What follows belongs to an exercise in optimizing a design on an open flow for small area, a short achievable clock period and few clock cycles per item; a production flow would make more cautious choices.
The RTL was checked by simulation tests, not by an equivalence proof against the original design.
No activity file was given, so power comes from the tool's default toggle rates.

Design preemptive_priority_scheduler_top, start of the top module:
module preemptive_priority_scheduler_top
#(
    parameter int TASK_SLOTS = 16
) (
    input  logic      i_clk,
    input  logic      i_rst_n,
    input  logic      i_in_valid,
    output logic      o_in_ready,
    input  logic [44:0]  i_in_item,
    output logic         o_out_valid,
    input  logic         i_out_ready,
    output logic [166:0] o_out_item
);
    localparam int N = 16;
    logic        q_valid;
    logic [44:0] q_item;
    logic        in_op;
    logic [3:0]  in_slot;
    logic [15:0] in_arrival;
    logic [15:0] in_burst;
    logic [7:0]  in_prio;
    assign in_op      = q_item[44];
    assign in_slot    = q_item[43:40];
    assign in_arrival = q_item[39:24];
    assign in_burst   = q_item[23:8];
    assign in_prio    = q_item[7:0];
    logic [N-1:0]   r_act;
    logic [N-1:0]   r_arr;
    logic [N-1:0]   r_elig;     
    logic [N-1:0]   r_last;     
    logic [31:0]    r_now;
    logic           r_nsat;     
    logic [15:0]    r_np1;      
    logic [N*N-1:0] r_beats;    
    logic [15:0] row_arrival [0:N-1];
    logic [7:0]  row_prio    [0:N-1];
    logic [15:0] row_rem     [0:N-1];
    logic [16:0] row_d       [0:N-1];
    logic         w_valid;
    logic         w_load;
    logic [N-1:0] w_oh;
    logic [15:0]  w_rem;
    logic [15:0]  w_arr;
    logic         w_sat;
    logic [16:0]  w_d;
    logic [1:0]  f_cnt;
    logic        f_wp, f_rp;
    logic        f_room;
    logic        f_ran     [0:1];
    logic [3:0]  f_slot    [0:1];
    logic        f_fin     [0:1];
    logic        f_allfin  [0:1];
    logic        f_sat     [0:1];
    logic [16:0] f_d       [0:1];
    logic [15:0] f_arrival [0:1];
    logic [31:0] f_c;       
    logic        f_first;   
    logic        b_valid;
    logic        b_ran;
    logic [3:0]  b_slot;
    logic        b_fin;
    logic        b_allfin;
    logic [31:0] b_wait;
    logic [31:0] b_turn;
    logic         o_valid;
    logic         o_first;
    logic [31:0]  o_time;
    logic         o_ran;
    logic [3:0]   o_slot;
    logic         o_fin;
  ...
==> flow/config.mk <==
export PLATFORM = sky130hd
export DESIGN_NAME = preemptive_priority_scheduler_top
export DESIGN_NICKNAME = preemptive_priority_scheduler_top
export VERILOG_FILES = /design/flow/design.v
export SDC_FILE = /design/flow/constraint.sdc
export NUM_CORES = 4
export LEC_CHECK = 0
export CAP_MARGIN = 5
export CORE_MARGIN = 2
export CORE_UTILIZATION = 45
export SETUP_SLACK_MARGIN = 2.9
export SLEW_MARGIN = 5
export TNS_END_PERCENT = 10
==> flow/constraint.sdc <==
create_clock -name core_clock -period 6.0 [get_ports {i_clk}]
set_input_delay 1.2000 -clock core_clock [delete_from_list [all_inputs] [get_ports {i_clk}]]
set_output_delay 1.2000 -clock core_clock [all_outputs]
set_load 0.01 [all_outputs]
run.sh (not shown) runs the stock make flow with config.mk's settings and CLKGATE_MAP_FILE= SYNTH_SCRIPT=/design/flow/synth_recipe.tcl, a recipe that flattens the netlist after the stock synthesis.
The first run finished with timing, DRC and antenna clean.
Testbench counts at the start, summed over its fixed seeds: cycles 12,832, items 8,334.
Rerun with:
--- a/flow/config.mk
+++ b/flow/config.mk
@@ -8 +8 @@
-export CAP_MARGIN = 5
+export CAP_MARGIN = 20
@@ -11,3 +11,2 @@
-export SETUP_SLACK_MARGIN = 2.9
-export SLEW_MARGIN = 5
-export TNS_END_PERCENT = 10
+export SETUP_SLACK_MARGIN = 3.3
+export SLEW_MARGIN = 20
=> Non-clock buffer count goes up by 332. Final area rose by 7.8%. Area after synthesis is unchanged. Combinational power grows by about 20%. Count of clock-buffer cells in the layout went up by 6. Synthesized cell count is unchanged. Die area is unchanged. Total power climbs by 4.5%. Clock skew falls by 0.042 ns. Hold slack gains 0.057 ns. Via count grows by 5.3%.
Rerun with:
==> flow/flow/run.sh (new file) <==
#!/bin/bash
# Standard layout, with the port buffers made of plain buffers (buf_2, which
# the resizer may upsize) instead of the default delay-buffer cell.
set -e
export BUFFER_PORTS_ARGS="-buffer_cell sky130_fd_sc_hd__buf_2"
bash standard.sh > standard.log 2>&1
==> flow/standard.sh (new file) <==
#!/bin/bash
# synth_recipe.tcl (not shown) runs the flow's synth.tcl, then flattens the netlist and writes it again
# the make line also repeats each setting of config.mk as NAME=value (left out here)
make -C /OpenROAD-flow-scripts/flow DESIGN_CONFIG=/design/flow/config.mk WORK_HOME=/design/flow/orfs CLKGATE_MAP_FILE= SYNTH_SCRIPT=/design/flow/synth_recipe.tcl "${@:-finish}"
--- a/flow/config.mk
+++ b/flow/config.mk
@@ -12,0 +13 @@
+export TNS_END_PERCENT = 10
removed: flow/run.sh
The changed run completed with no timing, DRC or antenna violations.
Hold slack barely changes.
Setup slack degrades by 0.050 ns.
Clock skew hardly moves.
Rerun with:
==> flow/run.sh (new file) <==
#!/bin/bash
# synth_recipe.tcl (not shown) runs the flow's synth.tcl, then flattens the netlist and writes it again
# the make line also repeats each setting of config.mk as NAME=value (left out here)
make -C /OpenROAD-flow-scripts/flow DESIGN_CONFIG=/design/flow/config.mk WORK_HOME=/design/flow/orfs CLKGATE_MAP_FILE= SYNTH_SCRIPT=/design/flow/synth_recipe.tcl finish
--- a/flow/config.mk
+++ b/flow/config.mk
@@ -11 +11 @@
-export SETUP_SLACK_MARGIN = 3.3
+export SETUP_SLACK_MARGIN = 2.7
removed: flow/flow/run.sh
removed: flow/standard.sh
Outcome: Combinational power is lower by 5.9%. Synthesized cell count is unchanged. Setup slack loses 0.023 ns. Sequential share of layout area is higher by 1.5 points.
Rerun with:
--- a/flow/config.mk
+++ b/flow/config.mk
@@ -11 +11 @@
-export SETUP_SLACK_MARGIN = 2.7
+export SETUP_SLACK_MARGIN = 3.6
@@ -13 +13 @@
-export TNS_END_PERCENT = 10
+export TNS_END_PERCENT = 5
Result: Count of clock-buffer cells in the layout stays the same. Synthesized area stays the same. Routed wire length goes up by 4.6%. Hold slack is about the same. Flip-flop and latch count is unchanged. Clock skew goes down by 0.0032 ns. Combinational power goes up by 19%. Sequential share of layout area goes down by 3.0 points. First-iteration DRC count goes up by about 4%. Core utilization goes up by 3.1 points. Final cell count goes up by 3.3%.

* * *

## the baseline
preemptive_priority_scheduler_top again, from the RTL that the note above started with.
==> flow/config.mk <==
export PLATFORM = sky130hd
export DESIGN_NAME = preemptive_priority_scheduler_top
export DESIGN_NICKNAME = preemptive_priority_scheduler_top
export VERILOG_FILES = /design/flow/design.v
export SDC_FILE = /design/flow/constraint.sdc
export NUM_CORES = 4
export LEC_CHECK = 0
export CAP_MARGIN = 20
export CORE_MARGIN = 2
export CORE_UTILIZATION = 45
export SETUP_SLACK_MARGIN = 2.9
export SLEW_MARGIN = 20
export TNS_END_PERCENT = 10
==> flow/constraint.sdc <==
create_clock -name core_clock -period 6.0 [get_ports {i_clk}]
set_input_delay 1.2000 -clock core_clock [delete_from_list [all_inputs] [get_ports {i_clk}]]
set_output_delay 1.2000 -clock core_clock [all_outputs]
set_load 0.01 [all_outputs]
Stock flow here: none of the scripts above is used.
The baseline | stages: all done | timing, DRC, antenna: all pass
Testbench counts of the baseline, summed over its fixed seeds: cycles 12,832, items 8,334.
For the candidate, these inputs were changed with respect to the baseline:
Settings: swapping 2.9 for 3.3 in SETUP_SLACK_MARGIN.
==> summary.txt <==
Compared to the baseline, the candidate has worst path buffer plus inverter count 1 higher.
The candidate -> the baseline: hold-fix buffer count after cts delta 0, exact match
Going from the baseline to the candidate, internal power component higher; quantity of gates resized following cts has increased.

[what the ideal ports hide]
Ports are ideal in the flow. The routed layouts listed here were re-timed in OpenROAD.
Step 1, drivers: a clkbuf_16 drives i_clk and a buf_2 each remaining input, both assumed.
Step 2, shift: input delay + t, output delay - t, t = (earliest + latest rising clock arrival at the registers) / 2. This alone moves slack from input paths to output paths.
Slacks: no drivers / after step 1 / after step 2; pairs: no drivers / after step 1.
run | shift t [ns] | setup slack, ns | hold WS [ns]
the first run of note 1 | 0.895 | 2.685 / 2.604 / 2.684 | 0.313 / 0.313 / 0.313
the second run of note 1 | 0.875 | 2.722 / 2.722 / 2.538 | 0.370 / 0.370 / 0.370
the third run of note 1 | 0.898 | 2.672 / 2.672 / 2.672 | 0.370 / 0.370 / 0.370
the fourth run of note 1 | 0.897 | 2.649 / 2.614 / 2.649 | 0.361 / 0.361 / 0.361
the fifth run of note 1 | 0.897 | 2.672 / 2.672 / 2.672 | 0.361 / 0.361 / 0.361
the baseline | 0.891 | 2.713 / 2.710 / 2.706 | 0.363 / 0.363 / 0.363
the candidate | 0.897 | 2.669 / 2.669 / 2.669 | 0.361 / 0.361 / 0.361
After both steps setup and hold are still met in every run listed. The setup slack of the second run of note 1, which loses most, moves by 0.000 ns with the drivers and by -0.184 ns with both steps.
